Source: an optimization exercise on an open RTL-to-GDS flow (aim: small area, a short achievable clock period and few clock cycles per item). Production flows keep margins and buffers that such runs may drop.
Only simulation tests tie the RTL to the original design; equivalence was not proved.

==> inputs of v5 <==
Design matrix_mult_seq, start of the top module:
module matrix_mult_seq
#(
    parameter int DIM = 4,
    parameter int DW  = 16
) (
    input  logic                  clk,
    input  logic                  reset,
    input  logic                  start,
    input  logic                  transpose_b,
    input  logic [DIM*DIM*DW-1:0] m1,
    input  logic [DIM*DIM*DW-1:0] m2,
    output logic [DIM*DIM*DW-1:0] m_out,
    output logic                  busy,
    output logic                  done,
    output logic                  ovf
);
==> module matrix_mult_seq, before the edit <==
module matrix_mult_seq
#(
    parameter int DIM = 4,
    parameter int DW  = 16
) (
    input  logic                  clk,
    input  logic                  reset,
    input  logic                  start,
    input  logic                  transpose_b,
    input  logic [DIM*DIM*DW-1:0] m1,
    input  logic [DIM*DIM*DW-1:0] m2,
    output logic [DIM*DIM*DW-1:0] m_out,
    output logic                  busy,
    output logic                  done,
    output logic                  ovf
);
    localparam int N  = 4;
    localparam int W  = 16;
    localparam int LW = N * W;
    logic s0_q, s1_q, s2_q, s3_q, d_q;
    logic [N*N-1:0]   eovf_q;
    logic [N*N*W-1:0] acc_q;
    logic [LW-1:0] ra0_q, ra1_q, ra2_q, ra3_q;
    logic [LW-1:0] rb0_q, rb1_q, rb2_q, rb3_q;
    logic busy_w, active, accept, keep;
    assign active = s0_q | s1_q | s2_q | s3_q;
    assign busy_w = active | d_q;
    assign accept = reset & start & ~busy_w;
    assign keep   = reset & ~accept;
    logic [LW-1:0] a_in [N];
    logic [LW-1:0] b_in [N];
    always_comb begin
        for (int k = 0; k < N; k++) begin
            for (int r = 0; r < N; r++) begin
                a_in[k][r*W +: W] = m1[(r*N + k)*W +: W];
                b_in[k][r*W +: W] = transpose_b ? m2[(r*N + k)*W +: W]
                                                : m2[(k*N + r)*W +: W];
            end
        end
    end
    logic [LW-1:0] a_op, b_op;
    assign a_op = {LW{active}} & ra0_q;
    assign b_op = rb0_q;
    logic [N*N*W-1:0] elem;
    logic [N*N-1:0]   elem_ovf;
    for (genvar j = 0; j < N; j++) begin : g_col
        logic [W-1:0] bj, bhi;
        assign bj = b_op[j*W +: W];
        always_comb begin
            bhi[W-1] = bj[W-1];
            for (int t = W - 2; t >= 0; t--) bhi[t] = bhi[t+1] | bj[t];
        end
        for (genvar i = 0; i < N; i++) begin : g_row
            mac_unit u_mac (
                .acc  (acc_q[(i*N + j)*W +: W]),
                .a    (a_op[i*W +: W]),
                .b    (bj),
                .bhi  (bhi),
                .elem (elem[(i*N + j)*W +: W]),
                .ovf  (elem_ovf[i*N + j])
            );
        end
    end
    always_ff @(posedge clk) begin
        s0_q   <= accept;
        s1_q   <= reset & s0_q;
        s2_q   <= reset & s1_q;
        s3_q   <= reset & s2_q;
        d_q    <= reset & s3_q;
        eovf_q <= {N*N{keep}} & (eovf_q | elem_ovf);
        acc_q  <= {N*N*W{keep}} & elem;
        ra0_q  <= accept ? a_in[0] : ra1_q;
        ra1_q  <= accept ? a_in[1] : ra2_q;
        ra2_q  <= accept ? a_in[2] : ra3_q;
        ra3_q  <= a_in[3];
        rb0_q  <= accept ? b_in[0] : rb1_q;
        rb1_q  <= accept ? b_in[1] : rb2_q;
        rb2_q  <= accept ? b_in[2] : rb3_q;
        rb3_q  <= b_in[3];
    end
    assign m_out = acc_q;
    assign busy  = busy_w;
    assign done  = d_q;
    assign ovf   = |eovf_q;
endmodule
Settings: LEC_CHECK=0, CAP_MARGIN=20, CORE_MARGIN=2, CORE_UTILIZATION=40, SETUP_SLACK_MARGIN=4, SLEW_MARGIN=20; clock period 11.0 ns.
run.sh (not shown) runs the stock make flow with config.mk's settings and CLKGATE_MAP_FILE= SYNTH_SCRIPT=/design/flow/synth_recipe.tcl, a recipe that flattens the netlist after the stock synthesis.
==> inputs of v19, as changes to v5 <==
--- a/flow/design.v
+++ b/flow/design.v
@@ -323,11 +323,11 @@
     localparam int LW = N * W;
-    logic s0_q, s1_q, s2_q, s3_q, d_q;
-    logic [N*N-1:0]   eovf_q;
+    logic s1_q, s2_q, s3_q, d_q;
+    logic ovf_q;
     logic [N*N*W-1:0] acc_q;
-    logic [LW-1:0] ra0_q, ra1_q, ra2_q, ra3_q;
-    logic [LW-1:0] rb0_q, rb1_q, rb2_q, rb3_q;
-    logic busy_w, active, accept, keep;
-    assign active = s0_q | s1_q | s2_q | s3_q;
-    assign busy_w = active | d_q;
+    logic [LW-1:0] ra0_q, ra1_q, ra2_q;
+    logic [LW-1:0] rb0_q, rb1_q, rb2_q;
+    logic busy_w, accept, active, keep;
+    assign busy_w = s1_q | s2_q | s3_q | d_q;
     assign accept = reset & start & ~busy_w;
+    assign active = reset & (s1_q | s2_q | s3_q);
     assign keep   = reset & ~accept;
@@ -345,4 +345,4 @@
     logic [LW-1:0] a_op, b_op;
-    assign a_op = {LW{active}} & ra0_q;
-    assign b_op = rb0_q;
+    assign a_op = ({LW{accept}} & a_in[0]) | ({LW{active}} & ra0_q);
+    assign b_op = accept ? b_in[0] : rb0_q;
     logic [N*N*W-1:0] elem;
@@ -358,3 +358,3 @@
             mac_unit u_mac (
-                .acc  (acc_q[(i*N + j)*W +: W]),
+                .acc  (acc_q[(i*N + j)*W +: W] & {W{keep}}),
                 .a    (a_op[i*W +: W]),
@@ -368,17 +368,14 @@
     always_ff @(posedge clk) begin
-        s0_q   <= accept;
-        s1_q   <= reset & s0_q;
-        s2_q   <= reset & s1_q;
-        s3_q   <= reset & s2_q;
-        d_q    <= reset & s3_q;
-        eovf_q <= {N*N{keep}} & (eovf_q | elem_ovf);
-        acc_q  <= {N*N*W{keep}} & elem;
-        ra0_q  <= accept ? a_in[0] : ra1_q;
-        ra1_q  <= accept ? a_in[1] : ra2_q;
-        ra2_q  <= accept ? a_in[2] : ra3_q;
-        ra3_q  <= a_in[3];
-        rb0_q  <= accept ? b_in[0] : rb1_q;
-        rb1_q  <= accept ? b_in[1] : rb2_q;
-        rb2_q  <= accept ? b_in[2] : rb3_q;
-        rb3_q  <= b_in[3];
+        s1_q  <= accept;
+        s2_q  <= reset & s1_q;
+        s3_q  <= reset & s2_q;
+        d_q   <= reset & s3_q;
+        ovf_q <= reset & ((|elem_ovf) | (ovf_q & ~accept));
+        acc_q <= elem;
+        ra0_q <= accept ? a_in[1] : ra1_q;
+        ra1_q <= accept ? a_in[2] : ra2_q;
+        ra2_q <= a_in[3];
+        rb0_q <= accept ? b_in[1] : rb1_q;
+        rb1_q <= accept ? b_in[2] : rb2_q;
+        rb2_q <= b_in[3];
     end
@@ -387,3 +384,3 @@
     assign done  = d_q;
-    assign ovf   = |eovf_q;
+    assign ovf   = ovf_q;
 endmodule
--- a/flow/config.mk
+++ b/flow/config.mk
@@ -10,3 +10,2 @@
 export CORE_UTILIZATION = 40
-export SETUP_SLACK_MARGIN = 4
 export SLEW_MARGIN = 20
==> run notes <==
* Outcome: complete, no violations
* Cells after synthesis at 9930
* Sw Share at 51.7%
* Post-synth top cells: nand2_1 (1856), fa_1 (1696), inv_1 (1560), nor2_1 (1323), dfxtp_1 (645)
* Comb_multi_in at 7192
* Multi-input gate area at 0.0655 mm2
* Placed cell count at 13500
Source of the figures above: v19

==> run notes <==
* Post-synth top cells: nand2_1 (2100), fa_1 (1696), inv_1 (1657), and3_1 (1049), dfxtp_1 (789)
* Placed cell count at 13900
* Outcome: complete, no violations
* Cells after synthesis at 10600
* Comb_multi_in at 7450
* Sw Share at 48.5%
Source of the figures above: v5

Testbench counts of v5, summed over its fixed seeds: cycles 1,912, items 320.
Testbench counts of v19, summed over its fixed seeds: cycles 1,592, items 320.

afterwards: timing with drivers on the ports:
Ports are ideal in the flow. The routed layouts listed here were re-timed in OpenROAD.
Step 1: set_driving_cell puts a clkbuf_16 on clk and a buf_2 on each other input, an assumption about the parent block.
Step 2 times the ports against the registers' clock, not the clock port: input delays grow and output delays shrink by t, the midpoint of the rising clock arrivals with the driver on.
Three values: no drivers, after step 1, after step 2; two values: the first two.
| run | t (ns) | slack for setup (ns) | latest minus earliest clock arrival (ns) |
|---|---|---|---|
| v5 | 0.867 | 4.111 / 4.111 / 4.111 | 0.091 / 0.091 |
| v19 | 0.887 | 0.449 / 0.528 / -0.359 | 0.096 / 0.096 |
With both steps, setup timing fails in v19, where it was met with ideal ports. For v19, which loses most, drivers alone change the setup slack by +0.079 ns; drivers and shift together by -0.808 ns.
